This design comes from an exercise in tuning for small area, a short achievable clock period and few clock cycles per item on the open sky130 flow, not from production work. Where RTL was checked, it was by simulation tests only, not by an equivalence proof against the original.

==> 03-17: inputs <==
## tcp_synack_reply_builder
module tcp_synack_reply_builder (
  input  logic         clk,
  input  logic         rst,
  input  logic         in_valid,
  output logic         in_stall,
  input  logic [271:0] in_data,
  output logic         out_valid,
  input  logic         out_stall,
  output logic [256:0] out_data,
  input  logic         psel,
  input  logic         penable,
  input  logic         pwrite,
  input  logic [2:0]   paddr,
  input  logic [31:0]  pwdata,
  output logic [31:0]  prdata,
  output logic         pready
);
  function automatic logic [15:0] eac_add(input logic [15:0] x, input logic [15:0] y);
    logic [15:0] g, p, gg, pp, c;
    logic cin;
    g = x & y; p = x ^ y; gg = g; pp = p;
    for (int l = 0; l < 4; l++)
      for (int i = 0; i < 16; i++)
        if ((i >> l) & 1) begin
          gg[i] = gg[i] | (pp[i] & gg[((i >> l) << l) - 1]);
          pp[i] = pp[i] & pp[((i >> l) << l) - 1];
        end
    cin = gg[15];
    c[0] = cin;
    for (int i = 1; i < 16; i++) c[i] = gg[i-1] | (pp[i-1] & cin);
    eac_add = p ^ c;
  endfunction
  function automatic logic [15:0] eac_add0(input logic [15:0] x, input logic [15:0] y);
    logic [15:0] g, p, gg, pp, c;
    logic cin;
    g = x & y; p = x ^ y; gg = g; pp = p;
    for (int l = 0; l < 4; l++)
      for (int i = 0; i < 16; i++)
        if ((i >> l) & 1) begin
          gg[i] = gg[i] | (pp[i] & gg[((i >> l) << l) - 1]);
          pp[i] = pp[i] & pp[((i >> l) << l) - 1];
        end
    cin = gg[15] | pp[15];
    c[0] = cin;
    for (int i = 1; i < 16; i++) c[i] = gg[i-1] | (pp[i-1] & cin);
    eac_add0 = p ^ c;
  endfunction
  function automatic logic [15:0] eac_add0_ks(input logic [15:0] x, input logic [15:0] y);
    logic [15:0] p, gg, pp, g2, p2;
    p = x ^ y; gg = x & y; pp = p;
    for (int l = 0; l < 4; l++) begin
      for (int i = 0; i < 16; i++) begin
        g2[i] = gg[i] | (pp[i] & gg[(i + 16 - (1 << l)) % 16]);
        p2[i] = pp[i] & pp[(i + 16 - (1 << l)) % 16];
      end
      gg = g2; pp = p2;
    end
    for (int i = 0; i < 16; i++) eac_add0_ks[i] = p[i] ^ (gg[(i + 15) % 16] | pp[(i + 15) % 16]);
  ...
export LEC_CHECK = 0
export ABC_AREA = 1
export CAP_MARGIN = 20
export CORE_MARGIN = 2
export CORE_UTILIZATION = 40
export SETUP_SLACK_MARGIN = 3.9
export SLEW_MARGIN = 20
create_clock -name core_clock -period 8.0 [get_ports {clk}]
standard.sh (not shown) runs the stock make flow with config.mk's settings and CLKGATE_MAP_FILE= SYNTH_SCRIPT=/design/flow/synth_recipe.tcl, a recipe that flattens the netlist after the stock synthesis.
==> flow/flow/run.sh <==
#!/bin/bash
# Standard ORFS layout (the standard.sh), with the port buffers that
# buffer_ports inserts made sky130_fd_sc_hd__buf_1 instead of its default pick.
set -uo pipefail
bash standard.sh BUFFER_PORTS_ARGS="-buffer_cell sky130_fd_sc_hd__buf_1" finish > standard_make.log 2>&1
status=$?
tail -50 standard_make.log
exit $status
==> inputs of 06-26, as changes to 03-17 <==
--- a/flow/design.v
+++ b/flow/design.v
@@ -54,12 +54,24 @@
         p2[i] = pp[i] & pp[(i + 16 - (1 << l)) % 16];
       end
       gg = g2; pp = p2;
     end
     for (int i = 0; i < 16; i++) eac_add0_ks[i] = p[i] ^ (gg[(i + 15) % 16] | pp[(i + 15) % 16]);
   endfunction
+  function automatic logic [15:0] eac_add_ks(input logic [15:0] x, input logic [15:0] y);
+    logic [15:0] p, gg, pp, g2, p2;
+    p = x ^ y; gg = x & y; pp = p;
+    for (int l = 0; l < 4; l++) begin
+      for (int i = 0; i < 16; i++) begin
+        g2[i] = gg[i] | (pp[i] & gg[(i + 16 - (1 << l)) % 16]);
+        p2[i] = pp[i] & pp[(i + 16 - (1 << l)) % 16];
+      end
+      gg = g2; pp = p2;
+    end
+    for (int i = 0; i < 16; i++) eac_add_ks[i] = p[i] ^ gg[(i + 15) % 16];
+  endfunction
   logic [15:0] local_port;
   logic [15:0] server_port;
   logic        wr_en;
   assign pready = 1'b1;
   assign wr_en  = psel && penable && pwrite;
   assign prdata = {16'd0, paddr[2] ? server_port : local_port};
@@ -78,13 +90,13 @@
   assign cfg_o = paddr[2] ? local_port : server_port;
   assign cfg_u = pwdata[15:0] ^ cfg_o ^ TcpK;
   assign cfg_m = (pwdata[15:0] & cfg_o) | (pwdata[15:0] & TcpK) | (cfg_o & TcpK);
   assign cfg_v = {cfg_m[14:0], cfg_m[15]};
   always_ff @(posedge clk) begin
     if (rst)        cfg_w <= CfgWRst;
-    else if (wr_en) cfg_w <= eac_add(cfg_u, cfg_v);
+    else if (wr_en) cfg_w <= eac_add_ks(cfg_u, cfg_v);
   end
   logic [47:0] dmac, smac;
   logic [15:0] etype, dport;
   logic [7:0]  proto, flags;
   logic [31:0] sip, dip, seq_in, ack_in;
   assign {dmac, smac, etype, proto, sip, dip, dport, seq_in, ack_in, flags} = in_data;
@@ -519,36 +531,50 @@
   assign tcp_c256 = (tcp_s191 & tcp_c222) | (tcp_s191 & tcp_s223) | (tcp_c222 & tcp_s223);
   logic [15:0] ip_a, ip_b, tcp_a, tcp_b;
   assign ip_a = {ip_c62, ip_c60, ip_c58, ip_c56, ip_c54, ip_c52, ip_c50, ip_c48, ip_c46, ip_c44, ip_c42, ip_c40, ip_c38, ip_c36, ip_c34, ip_s33};
   assign ip_b = {ip_s63, ip_s61, ip_s59, ip_s57, ip_s55, ip_s53, ip_s51, ip_s49, ip_s47, ip_s45, ip_s43, ip_s41, ip_s39, ip_s37, ip_s35, ip_c64};
   assign tcp_a = {tcp_c254, tcp_c252, tcp_c250, tcp_c248, tcp_c246, tcp_c244, tcp_c242, tcp_c240, tcp_c238, tcp_c236, tcp_c234, tcp_c232, tcp_c230, tcp_c228, tcp_c226, tcp_s225};
   assign tcp_b = {tcp_s255, tcp_s253, tcp_s251, tcp_s249, tcp_s247, tcp_s245, tcp_s243, tcp_s241, tcp_s239, tcp_s237, tcp_s235, tcp_s233, tcp_s231, tcp_s229, tcp_s227, tcp_c256};
-  logic [15:0] ip_csum;
-  assign ip_csum = eac_add0_ks(~ip_a, ~ip_b);
-  localparam int W = 1 + 48 + 48 + 32 + 32 + 32 + 32 + 16 + 32 + 1;
+  logic [15:0] tcp_x, tcp_y, tcp_hs, tcp_hc;
+  assign tcp_x  = ~tcp_a;
+  assign tcp_y  = ~tcp_b;
+  assign tcp_hs = tcp_x ^ tcp_y ^ {15'd0, seq_wrap};
+  assign tcp_hc = (tcp_x & tcp_y) | ({15'd0, seq_wrap} & (tcp_x ^ tcp_y));
+  logic [15:0] ipx, ipy, tcx, tcy, ip_bs, tcp_bs;
+  logic [3:0] ip_bc, tcp_bc;
+  assign ipx = ~ip_a;
+  assign ipy = ~ip_b;
+  assign tcx = ~tcp_a;
+  assign tcy = ~tcp_b;
+  assign {ip_bc[0], ip_bs[3:0]} = {1'b0, ipx[3:0]} + {1'b0, ipy[3:0]};
+  assign {ip_bc[1], ip_bs[7:4]} = {1'b0, ipx[7:4]} + {1'b0, ipy[7:4]};
+  assign {ip_bc[2], ip_bs[11:8]} = {1'b0, ipx[11:8]} + {1'b0, ipy[11:8]};
+  assign {ip_bc[3], ip_bs[15:12]} = {1'b0, ipx[15:12]} + {1'b0, ipy[15:12]};
+  localparam int W = 1 + 48 + 48 + 32 + 32 + 32 + 32 + 20 + 32;
   logic         ld;
   logic [W-1:0] nxt, q;
   assign ld       = !out_valid || !out_stall;
   assign in_stall = !ld;
-  assign nxt = {1'b1, smac, dmac, dip, sip, ack_in, ack_next, ip_csum, ~tcp_a, ~tcp_b, seq_wrap};
+  assign nxt = {1'b1, smac, dmac, dip, sip, ack_in, ack_next, ip_bs, ip_bc, tcp_hs, {tcp_hc[14:0], tcp_hc[15]}};
   always_ff @(posedge clk) begin
     if (rst)     out_valid <= 1'b0;
     else if (ld) out_valid <= in_valid;
   end
-  logic ld_m;
+  logic ld_m, hold;
+  logic [W-1:0] q_d;
   assign ld_m = ld && match;
+  assign hold = !ld;
+  assign q_d = (nxt & {W{ld_m}}) | (q & {W{hold}});
   always_ff @(posedge clk) begin
-    q <= (nxt & {W{ld_m}}) | (q & {W{!ld}});
+    q <= q_d;
   end
   logic        q_send;
   logic [47:0] q_dmac, q_smac;
   logic [31:0] q_sip, q_dip, q_seq, q_ack;
-  logic [15:0] q_ipc, q_tcpx, q_tcpy;
-  logic        q_wrap;
-  assign {q_send, q_dmac, q_smac, q_sip, q_dip, q_seq, q_ack, q_ipc, q_tcpx, q_tcpy, q_wrap} = q;
-  logic [15:0] tcp_hs, tcp_hc, tcp_hcr;
-  assign tcp_hs = q_tcpx ^ q_tcpy ^ {15'd0, q_wrap};
-  assign tcp_hc = (q_tcpx & q_tcpy) | ({15'd0, q_wrap} & (q_tcpx ^ q_tcpy));
-  assign tcp_hcr = {tcp_hc[14:0], tcp_hc[15]};
-  assign out_data = {q_send, q_dmac, q_smac, q_sip, q_dip, q_ipc,
-                     q_seq, q_ack, eac_add0_ks(tcp_hs, tcp_hcr)};
+  logic [15:0] q_ips, q_tcps, q_ipc, q_tcpc;
+  logic [3:0] q_ipbc, q_tcpbc;
+  assign {q_send, q_dmac, q_smac, q_sip, q_dip, q_seq, q_ack, q_ips, q_ipbc, q_tcps, q_tcpc} = q;
+  assign q_tcpbc = '0;
+  assign q_ipc = {1'b0, 1'b0, 1'b0, q_ipbc[2], 1'b0, 1'b0, 1'b0, q_ipbc[1], 1'b0, 1'b0, 1'b0, q_ipbc[0], 1'b0, 1'b0, 1'b0, q_ipbc[3]};
+  assign out_data = {q_send, q_dmac, q_smac, q_sip, q_dip, eac_add0_ks(q_ips, q_ipc),
+                     q_seq, q_ack, eac_add0_ks(q_tcps, q_tcpc)};
 endmodule
Settings changed: ABC_AREA 1 to 0, CORE_UTILIZATION 40 to 60, PLACE_DENSITY set to 0.75.
==> flow_summary.ini <==
[critical_path]
crit_start = in_data[55]
timing.rr.start = cfg_w[0]
cp-end-kind = flop

[outcome]
status = no timing/DRC/antenna violations

[yosys]
yosysUniqueCellTypes = 68
synthTopCellsByArea = dfxtp_1, fa_1, nand2_1

[clock_network]
insertion_delay_ps = 530

[power]
p_sw_share_pct = 32.09

[finish]
multi_input_gates = 1681

[die]
tap_cells = 461
(the above is from 06-26)
==> flow_summary.ini <==
[outcome]
status = no timing/DRC/antenna violations

[place]
portBuffers = 568

[critical_path]
r2r_setup_slack_ps = 4820
crit_start = q[0]
cp-end-kind = output pin
timing.rr.start = local_port[0]

[clock_network]
clk_pin_slew_worst_paths_ps = 60
insertion_delay_ps = 570
cts_root_buf = clkbuf_16

[finish]
layout_commonest_cell = nand2_1
fillers = 5321
multi_input_gates = 1969

[yosys]
yosysUniqueCellTypes = 37
synthTopCellsByArea = dfxtp_1, nand2_1, fa_1
synth_most_common_cell = nand2_1

[power]
p_sw_share_pct = 33.02

[global_route]
grt_antenna_before_repair = 2
(the above is from 03-17)
Testbench counts of 06-26, summed over its fixed seeds: cycles 9,608, items 9,600.
For 03-17, only the layout was checked, not whether the RTL still works.

==> separate check: timing with driven ports <==
The results above use ideal ports. As a check the final layouts listed here were re-extracted and re-timed, cells and wires unchanged. Step 1 (the two cells are an assumption about what drives the block):
set clk [get_ports {clk}]
set_driving_cell -lib_cell sky130_fd_sc_hd__clkbuf_16 $clk
set_driving_cell -lib_cell sky130_fd_sc_hd__buf_2 [delete_from_list [all_inputs] $clk]
Step 2 times the ports against the registers' clock, not the clock port: input delays grow and output delays shrink by t, the midpoint of the rising clock arrivals with the driver on. Three values: ideal ports, drivers, drivers and shift; two values: the first two.
run | shift t [ns] | setup slack, ns | hold WS [ns]
03-17 | 0.621 | 3.621 / 3.561 / 3.430 | 0.448 / 0.448 / 0.448
06-26 | 0.581 | 3.865 / 3.875 / 3.313 | 0.440 / 0.440 / 0.440
After both steps every run listed still meets setup and hold. For 06-26, which loses most, drivers alone change the setup slack by +0.010 ns; drivers and shift together by -0.552 ns.
